Context: an optimization exercise on an open-source flow, tuned for a short achievable clock period and few clock cycles. The choices shown serve that exercise and are no tape-out recipe.
Function was checked by simulation only, so behaviour that the tests miss may differ from the original.
Power is estimated from default activity; no workload was simulated.

<file path="flow/config.mk">
export PLATFORM = sky130hd
export DESIGN_NAME = procesador_multiciclo
export DESIGN_NICKNAME = procesador_multiciclo
export VERILOG_FILES = /design/flow/design.v
export SDC_FILE = /design/flow/constraint.sdc
export NUM_CORES = 4
export LEC_CHECK = 0
export ABC_CLOCK_PERIOD_IN_PS = 2500
export CAP_MARGIN = 20
export CORE_MARGIN = 2
export CORE_UTILIZATION = 40
export SETUP_SLACK_MARGIN = 3.5
export SLEW_MARGIN = 20
export TNS_END_PERCENT = 100
</file>
<file path="flow/run.sh">
#!/bin/bash
# synth_recipe.tcl (not shown) runs the flow's synth.tcl, then flattens the netlist and writes it again
# the make line also repeats each setting of config.mk as NAME=value (left out here)
make -C /OpenROAD-flow-scripts/flow DESIGN_CONFIG=/design/flow/config.mk WORK_HOME=/design/flow/orfs CLKGATE_MAP_FILE= SYNTH_SCRIPT=/design/flow/synth_recipe.tcl finish
</file>
<file path="flow/constraint.sdc">
create_clock -name core_clock -period 6.5 [get_ports {clk}]
set_input_delay 1.3000 -clock core_clock [delete_from_list [all_inputs] [get_ports {clk}]]
set_output_delay 1.3000 -clock core_clock [all_outputs]
set_load 0.01 [all_outputs]
</file>
<file path="flow/design.v">
package procesador_multiciclo_pkg;
   localparam logic [5:0] OP_RTYPE = 6'h00;
   localparam logic [5:0] OP_ADDI  = 6'h08;
   localparam logic [5:0] OP_LW    = 6'h23;
   localparam logic [5:0] OP_SW    = 6'h2B;
   localparam logic [5:0] OP_BEQ   = 6'h04;
   localparam logic [5:0] OP_J     = 6'h02;
   localparam logic [5:0] FN_ADD = 6'h20;
   localparam logic [5:0] FN_SUB = 6'h22;
   localparam logic [5:0] FN_AND = 6'h24;
   localparam logic [5:0] FN_OR  = 6'h25;
   localparam logic [5:0] FN_SLT = 6'h2A;
endpackage
module banco_reg_param #(
   parameter int DW = 32
) (
   input  logic          clk,
   input  logic          rst_n,
   input  logic [4:0]    ra1,
   input  logic [4:0]    ra2,
   output logic [DW-1:0] rd1,
   output logic [DW-1:0] rd2,
   input  logic          we,
   input  logic [4:0]    wa,
   input  logic [DW-1:0] wd
);
   logic [31:0][DW-1:0] regs;
   always_ff @(posedge clk or negedge rst_n) begin
      if (!rst_n)                 regs     <= '0;
      else if (we && wa != 5'd0)  regs[wa] <= wd;
   end
   assign rd1 = (ra1 == 5'd0) ? '0 : regs[ra1];
   assign rd2 = (ra2 == 5'd0) ? '0 : regs[ra2];
endmodule
module procesador_multiciclo #(
   parameter int            DW       = 32,
   parameter int            AW       = 8,
   parameter logic [AW-1:0] RESET_PC = '0
) (
   input  logic          clk,
   input  logic          rst_n,
   output logic          mem_req,
   output logic          mem_we,
   output logic [AW-1:0] mem_addr,
   output logic [DW-1:0] mem_wdata,
   input  logic [DW-1:0] mem_rdata,
   input  logic          mem_ack,
   output logic          halted,
   output logic [AW-1:0] pc_dbg
);
   function automatic logic [6:0] predec(input logic [31:0] w, input logic [5:0] a);
      logic [5:0] t;
      logic       p;
      t = a + 6'd1 + w[5:0];
      p = 1'b0;
      if (w[31:26] == procesador_multiciclo_pkg::OP_J) begin
         p = 1'b1;
         t = w[5:0];
      end else if (w[31:26] == procesador_multiciclo_pkg::OP_BEQ) begin
         p = (w[25:21] == w[20:16]) || w[15];
      end
      predec = {p, t};
   endfunction
   logic [31:0] cm_data [0:63];
   logic [5:0]  cm_tgt  [0:63];
   logic [63:0] cm_pt;
   logic [63:0] cm_v;
   logic [5:0]  pc_f;
   logic        d_v;
   logic [31:0] d_ir;
   logic [5:0]  d_pc, d_tgt;
   logic        d_pt;
   logic        e_v;
   logic [31:0] e_a, e_b;
   logic [4:0]  e_dst;
   logic        e_wen;
   logic        e_add, e_sub, e_and, e_or, e_slt, e_lw, e_sw, e_beq, e_ill;
   logic [5:0]  e_maddr, e_pc, e_pc1, e_alt;
   logic        e_pt;
   logic        halting, halted_q;
   logic [AW-1:0] pc_dbg_q;
   logic        req_q, we_q;
   logic [5:0]  addr_q;
   logic [31:0] wdata_q;
   logic [5:0]  pf;           
   logic [5:0]  sq_a [0:3];
   logic [31:0] sq_d [0:3];
   logic [1:0]  sq_h, sq_t;
   logic [2:0]  sq_n;
   wire         fill_now = req_q && !we_q && mem_ack;
   wire [6:0]   fill_pd  = predec(mem_rdata, addr_q);
   logic [31:0] rv1, rv2, e_res;
   logic        rf_we;
   banco_reg_param #(.DW(32)) u_rf (
      .clk   (clk),
      .rst_n (rst_n),
      .ra1   (d_ir[25:21]),
      .ra2   (d_ir[20:16]),
      .rd1   (rv1),
      .rd2   (rv2),
      .we    (rf_we),
      .wa    (e_dst),
      .wd    (e_res)
   );
   wire        f_hit = cm_v[pc_f];
   wire        f_ok  = f_hit || (fill_now && addr_q == pc_f);
   wire [31:0] f_w   = f_hit ? cm_data[pc_f] : mem_rdata;
   wire        f_pt  = f_hit ? cm_pt[pc_f]  : fill_pd[6];
   wire [5:0]  f_tgt = f_hit ? cm_tgt[pc_f] : fill_pd[5:0];
   wire [5:0]  d_op  = d_ir[31:26];
   wire [5:0]  d_fn  = d_ir[5:0];
   wire [4:0]  d_rs  = d_ir[25:21];
   wire [4:0]  d_rt  = d_ir[20:16];
   wire [4:0]  d_rd  = d_ir[15:11];
   wire        d_r   = d_op == procesador_multiciclo_pkg::OP_RTYPE;
   wire        d_fadd = d_fn == procesador_multiciclo_pkg::FN_ADD;
   wire        d_fsub = d_fn == procesador_multiciclo_pkg::FN_SUB;
   wire        d_fand = d_fn == procesador_multiciclo_pkg::FN_AND;
   wire        d_for  = d_fn == procesador_multiciclo_pkg::FN_OR;
   wire        d_fslt = d_fn == procesador_multiciclo_pkg::FN_SLT;
   wire        d_rok  = d_r && (d_fadd || d_fsub || d_fand || d_for || d_fslt);
   wire        d_addi = d_op == procesador_multiciclo_pkg::OP_ADDI;
   wire        d_lw   = d_op == procesador_multiciclo_pkg::OP_LW;
   wire        d_sw   = d_op == procesador_multiciclo_pkg::OP_SW;
   wire        d_beq  = d_op == procesador_multiciclo_pkg::OP_BEQ;
   wire        d_j    = d_op == procesador_multiciclo_pkg::OP_J;
   wire        d_ill  = !(d_rok || d_addi || d_lw || d_sw || d_beq || d_j);
   wire [4:0]  d_dst  = d_r ? d_rd : d_rt;
   wire        d_wen  = (d_rok || d_addi || d_lw) && (d_dst != 5'd0);
   wire        fwd1   = e_v && e_wen && (e_dst == d_rs);
   wire        fwd2   = e_v && e_wen && (e_dst == d_rt);
   wire [31:0] d_a    = fwd1 ? e_res : rv1;
   wire [31:0] d_bv   = fwd2 ? e_res : rv2;
   wire [31:0] d_simm = {{16{d_ir[15]}}, d_ir[15:0]};
   wire [7:0]  d_ea   = rv1[7:0] + d_ir[7:0];
   wire [31:0] x_sum  = e_a + e_b;
   wire [31:0] x_dif  = e_a - e_b;
   wire        x_lt   = $signed(e_a) < $signed(e_b);
   wire        x_hit  = cm_v[e_maddr];
   wire [31:0] x_ld   = x_hit ? cm_data[e_maddr] : mem_rdata;
   wire        x_ldok = x_hit || (fill_now && addr_q == e_maddr);
   wire        x_eq   = e_a == e_b;
   always_comb begin
      e_res = ({32{e_add}} & x_sum) | ({32{e_sub}} & x_dif) |
              ({32{e_and}} & (e_a & e_b)) | ({32{e_or}} & (e_a | e_b)) |
              ({32{e_slt}} & {31'd0, x_lt}) | ({32{e_lw}} & x_ld);
   end
   wire sq_full   = sq_n[2];
   wire ex_stall  = e_v && ((e_lw && !x_ldok) || (e_sw && sq_full));
   wire ex_go     = e_v && !ex_stall;
   wire mispred   = e_v && e_beq && (x_eq != e_pt);
   wire halt_trig = e_v && e_ill;
   wire st_do     = ex_go && e_sw;
   wire br_do     = e_v && e_beq;
   wire        a_ok  = cm_v[e_alt];
   wire [31:0] a_w   = cm_data[e_alt];
   wire        a_pt  = cm_pt[e_alt];
   wire [5:0]  a_tgt = cm_tgt[e_alt];
   assign rf_we = ex_go && e_wen;
   wire id_haz  = d_v && (d_lw || d_sw) && fwd1;
   wire id_go   = d_v && !ex_stall && !id_haz && !mispred && !halt_trig && !halting;
   wire id_free = !d_v || id_go;
   wire if_go   = f_ok && id_free && !ex_stall && !mispred && !halt_trig && !halting;
   always_ff @(posedge clk or negedge rst_n) begin
      if (!rst_n) begin
         pc_f  <= RESET_PC[7:2];
         d_v   <= 1'b0;
         e_v   <= 1'b0;
         halting <= 1'b0;
         pc_dbg_q <= '0;
      end else begin
         if (mispred) begin
            d_v  <= a_ok;
            pc_f <= !a_ok ? e_alt : a_pt ? a_tgt : e_alt + 6'd1;
         end else if (halt_trig || halting) begin
            d_v  <= 1'b0;
         end else if (id_free && !ex_stall) begin
            d_v <= f_ok;
            if (f_ok) pc_f <= f_pt ? f_tgt : pc_f + 6'd1;
         end
         if (!ex_stall) e_v <= id_go;
         if (halt_trig) begin
            halting  <= 1'b1;
            pc_dbg_q <= {e_pc1, 2'b00};
         end
      end
   end
   always_ff @(posedge clk) begin
      if (mispred) begin
         d_ir  <= a_w;
         d_pc  <= e_alt;
         d_pt  <= a_pt;
         d_tgt <= a_tgt;
      end else if (if_go) begin
         d_ir  <= f_w;
         d_pc  <= pc_f;
         d_pt  <= f_pt;
         d_tgt <= f_tgt;
      end
      if (id_go) begin
         e_a     <= d_a;
         e_b     <= d_addi ? d_simm : d_bv;
         e_dst   <= d_dst;
         e_wen   <= d_wen;
         e_add   <= (d_r && d_fadd) || d_addi;
         e_sub   <= d_r && d_fsub;
         e_and   <= d_r && d_fand;
         e_or    <= d_r && d_for;
         e_slt   <= d_r && d_fslt;
         e_lw    <= d_lw;
         e_sw    <= d_sw;
         e_beq   <= d_beq;
         e_ill   <= d_ill;
         e_maddr <= d_ea[7:2];
         e_pc    <= d_pc;
         e_pc1   <= d_pc + 6'd1;
         e_alt   <= d_pt ? d_pc + 6'd1 : d_tgt;
         e_pt    <= d_pt;
      end
   end
   wire [6:0] st_pd = predec(e_b, e_maddr);
   always_ff @(posedge clk) begin
      for (int i = 0; i < 64; i++) begin
         if (st_do && e_maddr == 6'(i)) begin
            cm_data[i] <= e_b;
            cm_pt[i]   <= st_pd[6];
            cm_tgt[i]  <= st_pd[5:0];
         end else if (fill_now && addr_q == 6'(i) && !cm_v[i]) begin
            cm_data[i] <= mem_rdata;
            cm_pt[i]   <= fill_pd[6];
            cm_tgt[i]  <= fill_pd[5:0];
         end else if (br_do && e_pc == 6'(i)) begin
            cm_pt[i]   <= x_eq;
         end
      end
   end
   always_ff @(posedge clk or negedge rst_n) begin
      if (!rst_n) cm_v <= '0;
      else begin
         if (st_do)    cm_v[e_maddr] <= 1'b1;
         if (fill_now) cm_v[addr_q]  <= 1'b1;
      end
   end
   wire port_free = !req_q || mem_ack;
   wire stop_rd   = halting || halt_trig;
   wire rd_q      = req_q && !we_q;
   wire dneed     = e_v && e_lw && !x_hit && !(rd_q && addr_q == e_maddr);
   wire ineed     = !f_hit && !(rd_q && addr_q == pc_f);
   logic [3:0] pf_ok;
   always_comb begin
      for (int k = 0; k < 4; k++)
         pf_ok[k] = !cm_v[6'(pf + 6'(k))] && !(rd_q && addr_q == 6'(pf + 6'(k)));
   end
   wire sq_pop = port_free && !dneed && !(ineed && !stop_rd) && (sq_n != 3'd0);
   always_ff @(posedge clk or negedge rst_n) begin
      if (!rst_n) begin
         req_q    <= 1'b0;
         we_q     <= 1'b0;
         addr_q   <= '0;
         wdata_q  <= '0;
         pf       <= '0;
         halted_q <= 1'b0;
      end else begin
         if (port_free) begin
            req_q <= 1'b0;
            we_q  <= 1'b0;
            if (dneed) begin
               req_q  <= 1'b1;
               addr_q <= e_maddr;
            end else if (ineed && !stop_rd) begin
               req_q  <= 1'b1;
               addr_q <= pc_f;
               pf     <= pc_f + 6'd1;
            end else if (sq_n != 3'd0) begin
               req_q   <= 1'b1;
               we_q    <= 1'b1;
               addr_q  <= sq_a[sq_h];
               wdata_q <= sq_d[sq_h];
            end else if (!stop_rd) begin
               if (pf_ok[0]) begin
                  req_q  <= 1'b1;
                  addr_q <= pf;
                  pf     <= pf + 6'd1;
               end else if (pf_ok[1]) begin
                  req_q  <= 1'b1;
                  addr_q <= pf + 6'd1;
                  pf     <= pf + 6'd2;
               end else if (pf_ok[2]) begin
                  req_q  <= 1'b1;
                  addr_q <= pf + 6'd2;
                  pf     <= pf + 6'd3;
               end else if (pf_ok[3]) begin
                  req_q  <= 1'b1;
                  addr_q <= pf + 6'd3;
                  pf     <= pf + 6'd4;
               end else begin
                  pf     <= pf + 6'd4;
               end
            end
         end
         if (stop_rd && sq_n == 3'd0 && port_free) halted_q <= 1'b1;
      end
   end
   always_ff @(posedge clk or negedge rst_n) begin
      if (!rst_n) begin
         sq_h <= '0;
         sq_t <= '0;
         sq_n <= '0;
      end else begin
         if (st_do) sq_t <= sq_t + 2'd1;
         if (sq_pop) sq_h <= sq_h + 2'd1;
         sq_n <= sq_n + {2'd0, st_do} - {2'd0, sq_pop};
      end
   end
   always_ff @(posedge clk) begin
      if (st_do) begin
         sq_a[sq_t] <= e_maddr;
         sq_d[sq_t] <= e_b;
      end
   end
   assign mem_req   = req_q;
   assign mem_we    = we_q;
   assign mem_addr  = {addr_q, 2'b00};
   assign mem_wdata = wdata_q;
   assign halted    = halted_q;
   assign pc_dbg    = pc_dbg_q;
endmodule
</file>
==> out/results.tsv <==
stage	metric	value	unit
run_status	status	stopped before the end	
run_status	Stop stage	global routing	
run_status	stop err	[ERROR GRT-0116] Global routing finished with congestion. Check the congestion regions in the DRC Viewer.	
die	row count	277	
clock_tree	CTS root buf	clkbuf_16	
grt	first-pass GRT wire length	3798000	um
die	Initial Util	40.06	%
synthesis	Ys Warns	4	
placed_design	placed insts	29420	
synthesis	Synth Instances	22800	
grt	GR Overflow Total	27370	
synthesis	number of synthesized register bits	3954	
die	IO Pins	86	
synthesis	part of the Yosys area used for sequential elements	49.63	%
placed_design	RD Place Congestion	1.181	
synthesis	Syn Area/Cell	9.982	um2
clock_tree	CTS Hold Bufs	0	
synthesis	Synth cell types	105	
synthesis	Post-synth EDFFs	2797	
synthesis	asr flop ratio synth	29.26	%
placed_design	Detailed Place HPWL	1367000	um
grt	largest net degree at the start of global routing	179	
clock_tree	CTS Buf Count	458	
clock_tree	CTS sink count	3954	
clock_tree	Clock Tree Buf Depth	4	
grt	number of global-route vias before repair	320500	
synthesis	ys flop type	edfxtp_1	
die	Die Y	758.3	um
clock_tree	CTS H-tree lvls	5	
synthesis	Syn Std Cell Area	227600	um2
grt	all-layer global routing usage	98.14	%
placed_design	placed cell area	251600	um2
placed_design	count of input and output buffers	81	
die	DIE WIDTH	758.3	um
[per-stage QoR]
| step | power, W | setup WS (ns) |
|---|---|---|
| 2_1_floorplan | 0.03458 | 2.411 |
| 3_3_place_gp | 0.03794 | -0.2834 |
| 3_5_place_dp | 0.03814 | 0.3513 |
| 4_1_cts | 0.06649 | 1.712 |
[power groups by stage]
stage | Sequential, W | Clock, W | Combinational, W
2_1_floorplan | 0.0291 | 0 | 0.00545
3_3_place_gp | 0.0294 | 0 | 0.00855
3_5_place_dp | 0.0294 | 0 | 0.00876
4_1_cts | 0.0289 | 0.0274 | 0.0102
[per-layer routing]
layer,GRT overflow,global-route usage [%]
met1,3760,96.21
met2,14370,108.0
met3,3253,92.27
met4,5654,96.07
met5,328,77.34
[cells by family after synthesis]
kind of cell             count (synthesis)  share of synthesized area, %
flip-flops                            3954                         49.63
AND/OR/NAND/NOR                       6763                         13.15
AO/OA/AOI/OAI                         7970                         22.36
XOR/XNOR                               139                        0.5410
multiplexers                          1144                         8.717
buffers and inverters                 2678                         4.755
other                                    1                      0.001648
adder cells (fa/ha/maj)                150                        0.8412
[repair_timing]
| action | in CTS |
|---|---|
| gates resized for setup | 6073 |
| cloned | 725 |
| pin swaps | 906 |
| setup endpoints to repair | 6572 |
| buffers inserted | 2697 |
[cells in the mapped netlist, drive strengths merged (59+ instances only)]
library cell	count	area [um2]
a221oi	127	1169
a222oi	89	890.9
nor4	149	974.7
mux4	661	14890
o21ai	3010	15070
nor2	1142	4289
a22oi	3084	23150
a211oi	81	675.7
nand2b	59	369.1
o21bai	87	653.1
a22o	63	551.8
or2	93	581.8
mux2	92	1036
nand4	499	3122
nand3	302	1531
nor3	323	1843
xnor2	95	832.1
and3	176	1101
mux2i	391	3914
nand2	3727	13990
and2	69	431.7
inv	146	548.0
a221o	61	610.6
clkbuf	1718	6459
a31oi	75	484.2
dfrtp	1157	28950
edfxtp	2797	83990
a21oi	933	4669
ha	145	1814
buf	803	3772
[how the worst max path moves through the flow]
stage | to | depth (start not counted) | start
detailed placement | u_rf.regs[1019]$_DFFE_PN0P_ | 17 | e_maddr[0]$_DFFE_PP_
CTS | u_rf.regs[411]$_DFFE_PN0P_ | 19 | e_maddr[0]$_DFFE_PP_
floorplan | e_a[0]$_DFFE_PP_ | 12 | e_b[24]$_DFFE_PP_
global placement | u_rf.regs[1003]$_DFFE_PN0P_ | 16 | e_maddr[0]$_DFFE_PP_
Testbench counts, summed over its fixed seeds: cycles 74,306.
